From an optimization exercise on the open Yosys and OpenROAD flow, aimed at small area, a short achievable clock period and few clock cycles per item; shortcuts taken in it are not production practice.
The RTL was checked by simulation tests, not by an equivalence proof against the original design.

==> flow/design.v (outline; a module is shown in full before it is edited, if it fits) <==
// module llf_mac: 952 lines
// module llf_seq: 106 lines
// module ladder_lowpass_filter_core: 214 lines
module ladder_lowpass_filter_core #(
  parameter int SAMPLE_BITS    = llf_pkg::SAMPLE_BITS_DEF,
  parameter int COEF_FRAC_BITS = llf_pkg::COEF_FRAC_BITS_DEF
) (
  input  logic                              clk_i,
  input  logic                              rst_ni,
  input  logic                              cfg_we_i,
  input  logic [llf_pkg::CFG_ADDR_W-1:0]    cfg_addr_i,
  input  logic [llf_pkg::CFG_DATA_W-1:0]    cfg_wdata_i,
  input  logic                              s_axis_tvalid,
  output logic                              s_axis_tready,
  input  logic [((SAMPLE_BITS+7)/8)*8-1:0]  s_axis_tdata,   
  output logic                              m_axis_tvalid,
  input  logic                              m_axis_tready,
  output logic [((SAMPLE_BITS+7)/8)*8-1:0]  m_axis_tdata    
);
  // ...
==> flow/run.sh <==
#!/bin/bash
# synth_recipe.tcl (not shown) runs the flow's synth.tcl, then flattens the netlist and writes it again
# the make line also repeats each setting of config.mk as NAME=value (left out here)
make -C /OpenROAD-flow-scripts/flow DESIGN_CONFIG=/design/flow/config.mk WORK_HOME=/design/flow/orfs CLKGATE_MAP_FILE= SYNTH_SCRIPT=/design/flow/synth_recipe.tcl finish
==> flow/config.mk <==
export PLATFORM = sky130hd
export DESIGN_NAME = ladder_lowpass_filter_core
export DESIGN_NICKNAME = ladder_lowpass_filter_core
export VERILOG_FILES = /design/flow/design.v
export SDC_FILE = /design/flow/constraint.sdc
export NUM_CORES = 4
export LEC_CHECK = 0
export ABC_AREA = 1
export CAP_MARGIN = 20
export CORE_MARGIN = 2
export CORE_UTILIZATION = 40
export SLEW_MARGIN = 20
==> flow/constraint.sdc <==
create_clock -name core_clock -period 16.0 [get_ports {clk_i}]
set_input_delay 3.2000 -clock core_clock [delete_from_list [all_inputs] [get_ports {clk_i}]]
set_output_delay 3.2000 -clock core_clock [all_outputs]
set_load 0.01 [all_outputs]
==> reports/metrics.csv, run 1 <==
stage,metric,value,unit
outcome,run status,no timing/DRC/antenna violations,
detailed_routing,via count,44700,
finish,Data buffer area share,3.071,%
die,Starting Density,40.41,%
finish,fill count,12680,
detailed_routing,met2 WL,86.65,mm
synth,Ys Warns,2,
die,Die Area,132200,um2
detailed_routing,Routed Antenna Nets,0,
synth,syn nets,6729,
placement,Cells after DPL,7693,
synth,"EDFF count, synth",212,
worst_setup_path,R2R Path End,n_q[13],
min_path,HP Start,n_q[26],
sta,fin. max-slew vios,0,
die,# IOs,83,
placement,placed cell areas,54380,um2
detailed_routing,met3 WL,19.30,mm
synth,xor-xnor portion of the synthesized cell area,8.884,%
clock_tree,root buf cell,clkbuf_16,
min_path,hold path cells,2,
synth,synth cell count leaders,"nand2_1 (1129), inv_1 (851), o21ai_0 (471), xor2_1 (426), fa_1 (412)",
worst_setup_path,Critical Path Source,u_seq.ctl2_q[12],
clock_tree,Clock Sinks,687,
Testbench counts, summed over its fixed seeds: cycles 26,304, items 1,536.
==> run 2: changes to the inputs <==
--- a/flow/config.mk
+++ b/flow/config.mk
@@ -5,7 +5,6 @@
 export SDC_FILE = /design/flow/constraint.sdc
 export NUM_CORES = 4
 export LEC_CHECK = 0
-export ABC_AREA = 1
 export CAP_MARGIN = 20
 export CORE_MARGIN = 2
 export CORE_UTILIZATION = 40
==> run 2 against run 1 <==
  * Global-route usage fell by 0.56 points
  * Core utilization shrank 0.35 points
  * Worst setup slack got worse by 0.95 ns
  * Die area increased by 0.83%
  * Worst hold slack gained 0.018 ns
  * Fmax decreased by 13%
  * Highest routed layer is now met5
  * Cell area is 0.37% higher
  * Critical path depth shrank 5
  * Clock skew down 0.040 ns
==> reports/metrics.csv, run 2 <==
stage,metric,value,unit,change
outcome,run status,no timing/DRC/antenna violations,,unchanged
sta,fmax,0.1350,GHz,was 0.1548 GHz
synth,"Primary FF master, synth",dfrtp_1,,unchanged
placement,HPWL Detailed,132.1,mm,was 138.7 mm
clock_tree,htree depth,3,,unchanged
detailed_routing,drt pass-1 iters,10,,was 6
worst_setup_path,CP peak stage delay,0.92,ns,was 0.60 ns
finish,# nets final,5729,,was 6666
die,FP Rows,132,,was 131
synth,Mapped Area,52160,um2,was 51730 um2
die,Die Area,133300,um2,was 132200 um2
clock_tree,setup bufs post-CTS,0,,unchanged
synth,#FFs+latches synth,687,,unchanged
sta,fin. max-slew vios,0,,unchanged
die,horizontal die dimension,365.1,um,was 363.6 um
die,Die Ht,365.1,um,was 363.6 um
detailed_routing,Routed Antenna Nets,0,,unchanged
sta,final hold violation count,0,,unchanged
run,Max-cap violations,0,,unchanged
synth,"EDFF count, synth",212,,unchanged
finish,fill count,12370,,was 12680
worst_setup_path,"delay-heaviest family, CP",compound AO/OA/AOI/OAI gates,,was simple AND/OR/NAND/NOR gates
finish,Area Overhead vs Synth,10.08,%,was 10.59%
clock_tree,clk buf depth,3,,unchanged
detailed_routing,final wirelength,193.8,mm,was 196.0 mm
die,Core Footprint,129500,um2,was 128000 um2
worst_setup_path,Crit. End Element,register,,unchanged
clock_tree,Clock Sinks,687,,unchanged
finish,"most common cell after layout, fill and taps aside",inv_1,,was nand2_1
detailed_routing,initial DRC count,5611,,was 5165
detailed_routing,via count,42700,,was 44700
synth,Ys Warns,2,,unchanged
sta,setup TNS,0,ns,unchanged
placement,number of port buffers,82,,unchanged
clock_tree,root buf cell,clkbuf_16,,unchanged
detailed_routing,Vias per Instance,6.172,,was 5.696
synth,syn avg cell area,9.918,um2,was 8.463 um2
sta,post-layout min period,7.408,ns,was 6.459 ns
synth,Syn Inst Count,5259,,was 6112
synth,number of distinct library cells after synthesis,105,,was 67
global_routing,initial antenna violation count,8,,was 5
worst_setup_path,slowest CP cell,a2bb2oi_1,,was buf_4
global_routing,Overflow after GRT,0,,unchanged
global_routing,Total Routing Usage GR,28.92,%,was 29.48%
finish,register area,17260,um2,was 17230 um2
worst_setup_path,"Cell Chain, Critical Path",ha_1 -> nand4_1 -> nor3_1 -> a2bb2oi_1 -> nand3_2 -> fa_1 -> a211oi_1 -> o211ai_1 -> a31o_2 -> o311ai_2 -> a31oi_2 -> buf_4 -> inv_1 -> nand4_1 -> nor4_1 -> a31o_2 -> buf_4 -> nand2_1 -> o22ai_1 -> o32a_1,,
sta,final worst-path cycle share,46.30,%,was 40.37%
clock_tree,Clock transition at path regs,0.06,ns,about the same
synth,post-synthesis sequential area ratio,33.02,%,was 33.29%
worst_setup_path,Worst Path Buf+Inv,3,,was 5
sta,RSZ-0062 raised after global routing,false,,unchanged
die,# IOs,83,,unchanged
synth,Yosys top cell by area,fa_1,,unchanged
finish,area of the multi-input gates,31500,um2,was 29840 um2
worst_setup_path,Critical Path Fanout Max,51,,was 49
synth,post-synth top area share,15.81,%,was 15.94%
synth,asr flop ratio synth,39.01,%,unchanged
worst_setup_path,Setup crit start kind,register,,unchanged
worst_setup_path,Worst EP required,16.57,ns,was 16.40 ns
finish,Regs by FF count,"pc_q x57, ps_q x57",,unchanged
synth,largest cells by area after synthesis,"fa_1 (16%), dfrtp_1 (13%), edfxtp_1 (12%)",,unchanged
clock_tree,CTS tree,yes,,unchanged
sta,Tightest Pin Transition,1.190,ns,was 1.139 ns
worst_setup_path,Setup CP Type,register to register,,unchanged
synth,synth cell count leaders,"inv_1 (595), fa_1 (412), a22oi_1 (397), clkbuf_1 (352), a21oi_1 (312)",,"was nand2_1 (1129), inv_1 (851), o21ai_0 (471), xor2_1 (426), fa_1 (412)"
global_routing,number of global-route vias before repair,42260,,was 43420
synth,syn nets,5876,,was 6729
sta,Slew HR,20.66,%,was 23.95%
min_path,HP Class,register to register,,unchanged
detailed_routing,drt drc,0,,unchanged
placement,gpl congestion,0.9940,,was 0.9673
sta,setup violators final,0,,unchanged
die,Starting Density,40.28,%,was 40.41%
detailed_routing,drt wl/cell,28.02,um,was 24.98 um
clock_tree,CTS buffer count,73,,was 81
global_routing,first-pass GRT wire length,286.2,mm,was 288.6 mm
synth,most numerous cell in the Yosys netlist,inv_1,,was nand2_1
worst_setup_path,Critical Path AT,7.98,ns,was 6.86 ns
clock_tree,CTS resizes,0,,unchanged
finish,layout cells sized above 1,10.71,%,was 6.523%
finish,most frequent cells in the layout,"inv_1 (595), fa_1 (412), a22oi_1 (397)",,"was nand2_1 (1122), inv_1 (851), o21ai_0 (471)"
global_routing,largest net degree at the start of global routing,80,,was 89
sta,Fin Clk Skew,0.02294,ns,was 0.06301 ns
clock_tree,Skew-Pair Late Insertion Delay,0.64,ns,was 0.73 ns
clock_tree,cts hold-fix bufs,0,,unchanged
[run 2: area by class of cell]
type                            count  share of cell area [%]
Sequential cell                   687                   30.05
Timing Repair Buffer              198                   2.961
Clock inverter                     39                  0.9610
Inverter                          597                   3.903
Tap cell                         1742                   3.796
Multi-Input combinational cell   3555                   54.87
Clock buffer                       96                   3.439
Antenna cell                        4                 0.01743
[run 2: tightest hold or removal path: cells and delay by family, from the launching register on]
kind,cells,cell delay (ns)
and+or+nand+nor,1,0.04
DFF,1,0.32
AOI/OAI and AO/OA,1,0.06
[run 2: logic make-up after synthesis]
| family | count (synthesis) | share of synthesized area, % |
|---|---|---|
| mux | 215 | 5.241 |
| xor+xnor | 525 | 8.830 |
| flops | 687 | 33.02 |
| buf+inv | 1017 | 7.482 |
| compound gates | 1346 | 17.88 |
| fa+ha+maj | 560 | 19.36 |
| simple gates | 909 | 8.189 |
[run 2: through the flow]
stage	instance area (um2)	utilization [%]	std cells	hold WS (ns)	setup WS [ns]
2_1_floorplan	52160	-	5259	0.4320	10.11
3_3_place_gp	54870	42.38	6779	0.4464	9.133
3_5_place_dp	54870	42.38	6779	0.4514	8.916
4_1_cts	57400	44.33	6914	0.4648	8.848
5_1_grt	57410	44.34	6915	0.4849	8.433
6_report	57420	44.34	6918	0.4617	8.592
[run 2: final timing paths]
path / startpoint / endpoint / slack [ns] / depth (start not counted)
min in group asynchronous: rst_ni / s2_q[22] / 2.55 / 1
setup reg to reg: ps_q[19] / val_q[8] / 8.59 / 20
setup / recovery: ps_q[19] / val_q[8] / 8.59 / 20
hold reg to reg: bu_q[3] / tadd_q[3] / 0.46 / 2
max in group asynchronous: rst_ni / u_seq.ctl2_q[11] / 12.11 / 2
hold / removal: bu_q[3] / tadd_q[3] / 0.46 / 2
[run 2: per-layer routing]
layer  up-vias  GRT usage [%]  wire length, um
met5         -              0               36
met4         6          11.70             8890
met3       608          7.488            22290
met2      2788          44.11            85630
met1     21380          39.12            76990
li1      17920              -                -

-- static timing again, ports no longer ideal --
Ports are ideal in the flow. The routed layouts listed here were re-timed in OpenROAD. Step 1: set_driving_cell puts a clkbuf_16 on clk_i and a buf_2 on each other input, an assumption about the parent block. Step 2 times the ports against the registers' clock, not the clock port: input delays grow and output delays shrink by t, the midpoint of the rising clock arrivals with the driver on. a / b / c = no drivers / after step 1 / after step 2; a / b = the first two.
run	shift t [ns]	slack for setup (ns)	worst setup path at the end
run 1	0.772	9.541 / 9.541 / 9.541	register to register
run 2	0.704	8.592 / 8.592 / 8.592	register to register
After both steps every run listed still meets setup and hold.
